From an optimization exercise on the open Yosys and OpenROAD flow, aimed at small area; shortcuts taken in it are not production practice. In this exercise RTL edits were held to simulation tests only and were not proved equivalent to the original. No activity file was given, so power comes from the tool's default toggle rates. The flow treats the clock pin as an ideal source, which a real chip does not have.

== try-harbor ==
## wb_trace_drain
module wb_trace_drain #(
    parameter int          DEPTH       = 16,
    parameter int          MAX_COMMITS = 1200,
    parameter logic [31:0] BUBBLE_IR   = 32'hffffffff
) (
    input  logic              clk_in,
    input  logic              reset,
    input  logic [31:0]       wb_pc,
    input  logic [31:0]       wb_ir,
    input  logic              wb_rf_w,
    input  logic [4:0]        wb_rd,
    input  logic [31:0]       wb_wdata,
    input  logic              rd_ready,
    output logic [31:0]       rd_data,
    output logic              rd_valid,
    output logic              rd_last,
    output logic [15:0]       commit_count,
    output logic              overflow,
    output logic              done,
    output logic [0:0]        dbg_state
);
    localparam int            AW    = $clog2(DEPTH);
    localparam int            CW    = $clog2(MAX_COMMITS + 1);
    localparam logic [CW-1:0] MAX_C = CW'(MAX_COMMITS);
    localparam int            EW    = 102;
    logic [EW-1:0] mem_q [DEPTH];
    logic [EW-1:0] mem_d [DEPTH];
    logic [AW:0]   wr_ptr_q, rd_ptr_q;
    logic [1:0]    idx_q;
    logic          valid_q;
    logic [CW-1:0] count_q;
    logic          overflow_q, done_q;
    logic empty, full, more, qual, push, pop, xfer;
    logic [AW:0] wr_ptr_inc, rd_ptr_inc;
    logic [AW-1:0] nxt_ptr;
    logic [1:0]    nxt_idx;
    logic [31:0]   rd_word, rd_data_q;
    assign empty      = (wr_ptr_q == rd_ptr_q);
    assign full       = (wr_ptr_q[AW] != rd_ptr_q[AW]) &&
                        (wr_ptr_q[AW-1:0] == rd_ptr_q[AW-1:0]);
    assign rd_ptr_inc = rd_ptr_q + 1'b1;
    assign wr_ptr_inc = wr_ptr_q + 1'b1;
    assign more       = (rd_ptr_inc != wr_ptr_q);
    assign xfer = valid_q && rd_ready;
    assign pop  = xfer && (idx_q == 2'd3);
    assign qual = (wb_ir != BUBBLE_IR) && (count_q < MAX_C);
    assign push = qual && (!full || pop);
    assign nxt_ptr = pop ? rd_ptr_inc[AW-1:0] : rd_ptr_q[AW-1:0];
    assign nxt_idx = idx_q + {1'b0, xfer};
    logic [EW-1:0] entry_new;
    assign entry_new = {(wb_rf_w ? wb_wdata : 32'd0), wb_rf_w, wb_rd, wb_ir, wb_pc};
  ...
For scale: roughly 5000 cells after synthesis, about 160 I/O pins, ~0.061 mm^2 of cells after synthesis.
clock: 5.0 ns
lec_check: 0
cap_margin: 20
core_margin: 2
core_utilization: 40
slew_margin: 20
synth_hierarchical: 1
standard.sh (not shown) runs the stock make flow with config.mk's settings and CLKGATE_MAP_FILE= SYNTH_SCRIPT=/design/flow/synth_recipe.tcl, a recipe that flattens the netlist after the stock synthesis.
==> flow/flow/run.sh <==
#!/bin/bash
# Layout flow: the standard ORFS flow, with a lighter clock tree (larger sink clusters,
# no dummy loads) and small port buffers. Each tool's full output stays in orfs/logs; make's own
# output goes to make.log here.
set -euo pipefail
CTS="-sink_clustering_enable -repair_clock_nets -buf_list sky130_fd_sc_hd__clkbuf_16"
CTS="$CTS -sink_clustering_size 30 -sink_clustering_max_diameter 100 -dont_use_dummy_load"
bash standard.sh "CTS_ARGS=$CTS" \
    "BUFFER_PORTS_ARGS=-buffer_cell sky130_fd_sc_hd__buf_2" \
    finish > make.log 2>&1
## Diff of input files: try-fjord against try-harbor
==> flow/run.sh (new file) <==
#!/bin/bash
# synth_recipe.tcl (not shown) runs the flow's synth.tcl, then flattens the netlist and writes it again
# the make line also repeats each setting of config.mk as NAME=value (left out here)
make -C /OpenROAD-flow-scripts/flow DESIGN_CONFIG=/design/flow/config.mk WORK_HOME=/design/flow/orfs CLKGATE_MAP_FILE= SYNTH_SCRIPT=/design/flow/synth_recipe.tcl finish
removed: flow/flow/run.sh
removed: flow/standard.sh
--- outcome ---
- Combined area of the multi-input logic cells delta (try-fjord -> try-harbor): insignificant
- Relative to try-harbor, the number of clock buffers in the layout of try-fjord is higher by 260%.
- Part of the power in the clock network, try-harbor and try-fjord, higher one = try-fjord.
- Compared with try-harbor, in try-fjord post-CTS clock slew at the launch and capture registers of the worst setup and hold paths went down, final cell count without fillers up about 4.6%, die outline area comparable.
- Summary of try-fjord over try-harbor: cell area shows an increase of 8.7%; depth of the worst register-to-register path shows a reduction of 2.
For try-xenon, these inputs were changed with respect to try-fjord:
# try-fjord
export LEC_CHECK = 0
export CAP_MARGIN = 20
export CORE_MARGIN = 2
export CORE_UTILIZATION = 40
export SLEW_MARGIN = 20
export SYNTH_HIERARCHICAL = 1
create_clock -name core_clock -period 5.0 [get_ports {clk_in}]
# try-xenon
export LEC_CHECK = 0
export CAP_MARGIN = 20
export CORE_MARGIN = 2
export CORE_UTILIZATION = 60
export SLEW_MARGIN = 20
export SYNTH_HIERARCHICAL = 1
create_clock -name core_clock -period 5.0 [get_ports {clk_in}]
==> flow/flow/run.sh (new file) <==
#!/bin/bash
# Layout flow: the standard ORFS flow, with a lighter clock tree (larger sink clusters,
# no dummy loads) and small port buffers. Each tool's full output stays in orfs/logs; make's own
# output goes to make.log here.
set -euo pipefail
CTS="-sink_clustering_enable -repair_clock_nets -buf_list sky130_fd_sc_hd__clkbuf_16"
CTS="$CTS -sink_clustering_size 30 -sink_clustering_max_diameter 100 -dont_use_dummy_load"
bash standard.sh "CTS_ARGS=$CTS" \
    "BUFFER_PORTS_ARGS=-buffer_cell sky130_fd_sc_hd__buf_2" \
    finish > make.log 2>&1
==> flow/standard.sh (new file) <==
#!/bin/bash
# synth_recipe.tcl (not shown) runs the flow's synth.tcl, then flattens the netlist and writes it again
# the make line also repeats each setting of config.mk as NAME=value (left out here)
make -C /OpenROAD-flow-scripts/flow DESIGN_CONFIG=/design/flow/config.mk WORK_HOME=/design/flow/orfs CLKGATE_MAP_FILE= SYNTH_SCRIPT=/design/flow/synth_recipe.tcl "${@:-finish}"
removed: flow/run.sh
Via count on try-xenon is down relative to try-fjord. Per the comparison of try-xenon with try-fjord, worst hold slack went up by 4.5 ps; total power went down by 20%; global-route met3 utilization went up by 4.4 points; headroom to the max-slew limit went up by 3.4 points. Diff try-fjord -> try-xenon: clock-cell share of area went down by 5.7 points, register share of the cell area went up, final critical path time including I/O delays and setup has decreased. try-xenon | status: complete | timing, DRC, antenna: pass. try-fjord finished every stage and its layout cleared the timing, design-rule and antenna checks.
Changes in try-nickel relative to try-xenon:
--- a/flow/flow/run.sh
+++ b/flow/flow/run.sh
@@ -3,2 +3,3 @@
-# no dummy loads) and small port buffers. Each tool's full output stays in orfs/logs; make's own
-# output goes to make.log here.
+# no dummy loads), small port buffers, and no very large buffers for the resizer after synthesis.
+# The standard synthesis runs first, unchanged. Each tool's full output stays in orfs/logs;
+# make's own output goes to make_synth.log and make_layout.log here.
@@ -5,0 +7,16 @@
+PLATFORM_DONT_USE="sky130_fd_sc_hd__probe_p_8 sky130_fd_sc_hd__probec_p_8 sky130_fd_sc_hd__lpflow_bleeder_1
+ sky130_fd_sc_hd__lpflow_clkbufkapwr_1 sky130_fd_sc_hd__lpflow_clkbufkapwr_16 sky130_fd_sc_hd__lpflow_clkbufkapwr_2
+ sky130_fd_sc_hd__lpflow_clkbufkapwr_4 sky130_fd_sc_hd__lpflow_clkbufkapwr_8 sky130_fd_sc_hd__lpflow_clkinvkapwr_1
+ sky130_fd_sc_hd__lpflow_clkinvkapwr_16 sky130_fd_sc_hd__lpflow_clkinvkapwr_2 sky130_fd_sc_hd__lpflow_clkinvkapwr_4
+ sky130_fd_sc_hd__lpflow_clkinvkapwr_8 sky130_fd_sc_hd__lpflow_decapkapwr_12 sky130_fd_sc_hd__lpflow_decapkapwr_3
+ sky130_fd_sc_hd__lpflow_decapkapwr_4 sky130_fd_sc_hd__lpflow_decapkapwr_6 sky130_fd_sc_hd__lpflow_decapkapwr_8
+ sky130_fd_sc_hd__lpflow_inputiso0n_1 sky130_fd_sc_hd__lpflow_inputiso0p_1 sky130_fd_sc_hd__lpflow_inputiso1n_1
+ sky130_fd_sc_hd__lpflow_inputiso1p_1 sky130_fd_sc_hd__lpflow_inputisolatch_1 sky130_fd_sc_hd__lpflow_isobufsrc_1
+ sky130_fd_sc_hd__lpflow_isobufsrc_16 sky130_fd_sc_hd__lpflow_isobufsrc_2 sky130_fd_sc_hd__lpflow_isobufsrc_4
+ sky130_fd_sc_hd__lpflow_isobufsrc_8 sky130_fd_sc_hd__lpflow_isobufsrckapwr_16
+ sky130_fd_sc_hd__lpflow_lsbuf_lh_hl_isowell_tap_1 sky130_fd_sc_hd__lpflow_lsbuf_lh_hl_isowell_tap_2
+ sky130_fd_sc_hd__lpflow_lsbuf_lh_hl_isowell_tap_4 sky130_fd_sc_hd__lpflow_lsbuf_lh_isowell_4
+ sky130_fd_sc_hd__lpflow_lsbuf_lh_isowell_tap_1 sky130_fd_sc_hd__lpflow_lsbuf_lh_isowell_tap_2
+ sky130_fd_sc_hd__lpflow_lsbuf_lh_isowell_tap_4"
+BIG_BUFFERS="sky130_fd_sc_hd__buf_8 sky130_fd_sc_hd__buf_12 sky130_fd_sc_hd__buf_16
+ sky130_fd_sc_hd__bufbuf_8 sky130_fd_sc_hd__bufbuf_16 sky130_fd_sc_hd__bufinv_8 sky130_fd_sc_hd__bufinv_16"
@@ -8 +25,4 @@
-bash standard.sh "CTS_ARGS=$CTS" \
+
+bash standard.sh synth > make_synth.log 2>&1
+bash standard.sh "DONT_USE_CELLS=$(echo $PLATFORM_DONT_USE $BIG_BUFFERS)" \
+    "CTS_ARGS=$CTS" \
@@ -10 +30 @@
-    finish > make.log 2>&1
+    finish > make_layout.log 2>&1
[summary]
try-nickel: flow completed, timing, DRC and antenna clean
Against try-xenon, final critical delay including setup and external delays in try-nickel came out worse.
Delta (try-nickel minus try-xenon): wire length went down, maximum operating frequency went down.

========
== oak ==
Another version of the RTL of wb_trace_drain (not shown whole).
Size: ~5000 cells after synthesis, ~1700 flip-flops.
export LEC_CHECK = 0
export CAP_MARGIN = 20
export CORE_MARGIN = 2
export CORE_UTILIZATION = 70
export SLEW_MARGIN = 20
export SYNTH_HIERARCHICAL = 1
create_clock -name core_clock -period 5.0 [get_ports {clk_in}]
==> flow/flow/run.sh <==
#!/bin/bash
# Layout flow: the standard ORFS flow, with a lighter clock tree (larger sink clusters,
# no dummy loads), small port buffers, and no very large buffers for the resizer after synthesis.
# The standard synthesis runs first, unchanged. Each tool's full output stays in orfs/logs;
# make's own output goes to make_synth.log and make_layout.log here.
set -euo pipefail
PLATFORM_DONT_USE="sky130_fd_sc_hd__probe_p_8 sky130_fd_sc_hd__probec_p_8 sky130_fd_sc_hd__lpflow_bleeder_1
 sky130_fd_sc_hd__lpflow_clkbufkapwr_1 sky130_fd_sc_hd__lpflow_clkbufkapwr_16 sky130_fd_sc_hd__lpflow_clkbufkapwr_2
 sky130_fd_sc_hd__lpflow_clkbufkapwr_4 sky130_fd_sc_hd__lpflow_clkbufkapwr_8 sky130_fd_sc_hd__lpflow_clkinvkapwr_1
 sky130_fd_sc_hd__lpflow_clkinvkapwr_16 sky130_fd_sc_hd__lpflow_clkinvkapwr_2 sky130_fd_sc_hd__lpflow_clkinvkapwr_4
 sky130_fd_sc_hd__lpflow_clkinvkapwr_8 sky130_fd_sc_hd__lpflow_decapkapwr_12 sky130_fd_sc_hd__lpflow_decapkapwr_3
 sky130_fd_sc_hd__lpflow_decapkapwr_4 sky130_fd_sc_hd__lpflow_decapkapwr_6 sky130_fd_sc_hd__lpflow_decapkapwr_8
 sky130_fd_sc_hd__lpflow_inputiso0n_1 sky130_fd_sc_hd__lpflow_inputiso0p_1 sky130_fd_sc_hd__lpflow_inputiso1n_1
 sky130_fd_sc_hd__lpflow_inputiso1p_1 sky130_fd_sc_hd__lpflow_inputisolatch_1 sky130_fd_sc_hd__lpflow_isobufsrc_1
 sky130_fd_sc_hd__lpflow_isobufsrc_16 sky130_fd_sc_hd__lpflow_isobufsrc_2 sky130_fd_sc_hd__lpflow_isobufsrc_4
 sky130_fd_sc_hd__lpflow_isobufsrc_8 sky130_fd_sc_hd__lpflow_isobufsrckapwr_16
 sky130_fd_sc_hd__lpflow_lsbuf_lh_hl_isowell_tap_1 sky130_fd_sc_hd__lpflow_lsbuf_lh_hl_isowell_tap_2
 sky130_fd_sc_hd__lpflow_lsbuf_lh_hl_isowell_tap_4 sky130_fd_sc_hd__lpflow_lsbuf_lh_isowell_4
 sky130_fd_sc_hd__lpflow_lsbuf_lh_isowell_tap_1 sky130_fd_sc_hd__lpflow_lsbuf_lh_isowell_tap_2
 sky130_fd_sc_hd__lpflow_lsbuf_lh_isowell_tap_4"
BIG_BUFFERS="sky130_fd_sc_hd__buf_8 sky130_fd_sc_hd__buf_12 sky130_fd_sc_hd__buf_16
 sky130_fd_sc_hd__bufbuf_8 sky130_fd_sc_hd__bufbuf_16 sky130_fd_sc_hd__bufinv_8 sky130_fd_sc_hd__bufinv_16"
CTS="-sink_clustering_enable -repair_clock_nets -buf_list sky130_fd_sc_hd__clkbuf_16"
CTS="$CTS -sink_clustering_size 30 -sink_clustering_max_diameter 100 -dont_use_dummy_load"

bash standard.sh synth > make_synth.log 2>&1
bash standard.sh "DONT_USE_CELLS=$(echo $PLATFORM_DONT_USE $BIG_BUFFERS)" \
    "CTS_ARGS=$CTS" \
    "BUFFER_PORTS_ARGS=-buffer_cell sky130_fd_sc_hd__buf_2" \
    finish > make_layout.log 2>&1
Inputs modified between oak and pine:
# oak
export LEC_CHECK = 0
export CAP_MARGIN = 20
export CORE_MARGIN = 2
export CORE_UTILIZATION = 70
export SLEW_MARGIN = 20
export SYNTH_HIERARCHICAL = 1
create_clock -name core_clock -period 5.0 [get_ports {clk_in}]
# pine
export LEC_CHECK = 0
export CAP_MARGIN = 20
export CORE_MARGIN = 2
export CORE_UTILIZATION = 88
export SLEW_MARGIN = 20
export SYNTH_HIERARCHICAL = 1
create_clock -name core_clock -period 5.0 [get_ports {clk_in}]
[summary]
- The sole clean run among pine and oak is oak.
- In the metrics for pine and oak, the one carrying the lower final period demand of the worst path is oak.
- Diff oak -> pine: combinational cell fraction of total power saw an increase; area growth from synthesis to final layout saw a decrease.
- In the reports for pine and oak, the larger peak supply drop belongs to pine.
- Between oak and pine, non-clock buffer count decreased.
- In pine, the remaining max-slew budget at the tightest pin came out 12 points below the value in oak.
- Looking at placer's final routability congestion estimate, pine sits above oak.
- Height of the chip was higher in oak than in pine.
- Summary of pine over oak: multi-input gate share of the layout cell area rose 0.44 points; amount of wire on met3 after detailed routing rose about 40%.
> inputs changed (pine -> birch)
# pine
export LEC_CHECK = 0
export CAP_MARGIN = 20
export CORE_MARGIN = 2
export CORE_UTILIZATION = 88
export SLEW_MARGIN = 20
export SYNTH_HIERARCHICAL = 1
create_clock -name core_clock -period 5.0 [get_ports {clk_in}]
# birch
export LEC_CHECK = 0
export CAP_MARGIN = 20
export CORE_MARGIN = 2
export CORE_UTILIZATION = 80
export SLEW_MARGIN = 20
export SYNTH_HIERARCHICAL = 1
create_clock -name core_clock -period 5.0 [get_ports {clk_in}]
## What came out
No stage failed in birch, and the final checks on the layout all came back clean.
Non-clock buffer count (birch over pine): increase, about 20%
Looking at total power across birch and pine, the one that comes out lower is birch.
In birch the upper clock frequency limit turned out 15% higher than in pine.
On buffering stage count on the worst path with inverters included, birch tracks pine almost exactly.
birch vs pine — first-pass GRT wire length dropped about 3%.

-- re-timing with driven ports --
In the flow no input, the clock included, has a driving cell. The finished layouts below were timed again as built, in two steps.
Step 1 (the two cells are an assumption about what drives the block):
set clk [get_ports {clk_in}]
set_driving_cell -lib_cell sky130_fd_sc_hd__clkbuf_16 $clk
set_driving_cell -lib_cell sky130_fd_sc_hd__buf_2 [delete_from_list [all_inputs] $clk]
Step 2 also shifts input and output timing later by t, the mid clock arrival at the registers, as if the neighbouring blocks saw the same clock.
a / b / c = no drivers / after step 1 / after step 2; a / b = the first two.
run	t, ns	setup slack, ns	worst setup path after step 2	worst register clock-pin slew, ns
try-harbor	0.769	0.489 / 0.489 / 0.393	input to register	0.12 / 0.12
try-fjord	0.899	0.492 / 0.492 / -0.086	input to register	0.07 / 0.07
try-xenon	0.752	0.674 / 0.674 / 0.248	input to register	0.12 / 0.12
try-nickel	0.749	0.390 / 0.390 / 0.242	input to register	0.12 / 0.12
oak	0.726	0.562 / 0.562 / 0.119	input to register	0.12 / 0.12
pine	0.716	-0.084 / -0.084 / -0.084	register to register	0.12 / 0.12
birch	0.707	0.587 / 0.587 / 0.395	input to register	0.12 / 0.12
With both steps, setup timing fails in try-fjord, where it was met with ideal ports. The setup slack of try-fjord, which loses most, moves by 0.000 ns with the drivers and by -0.578 ns with both steps.
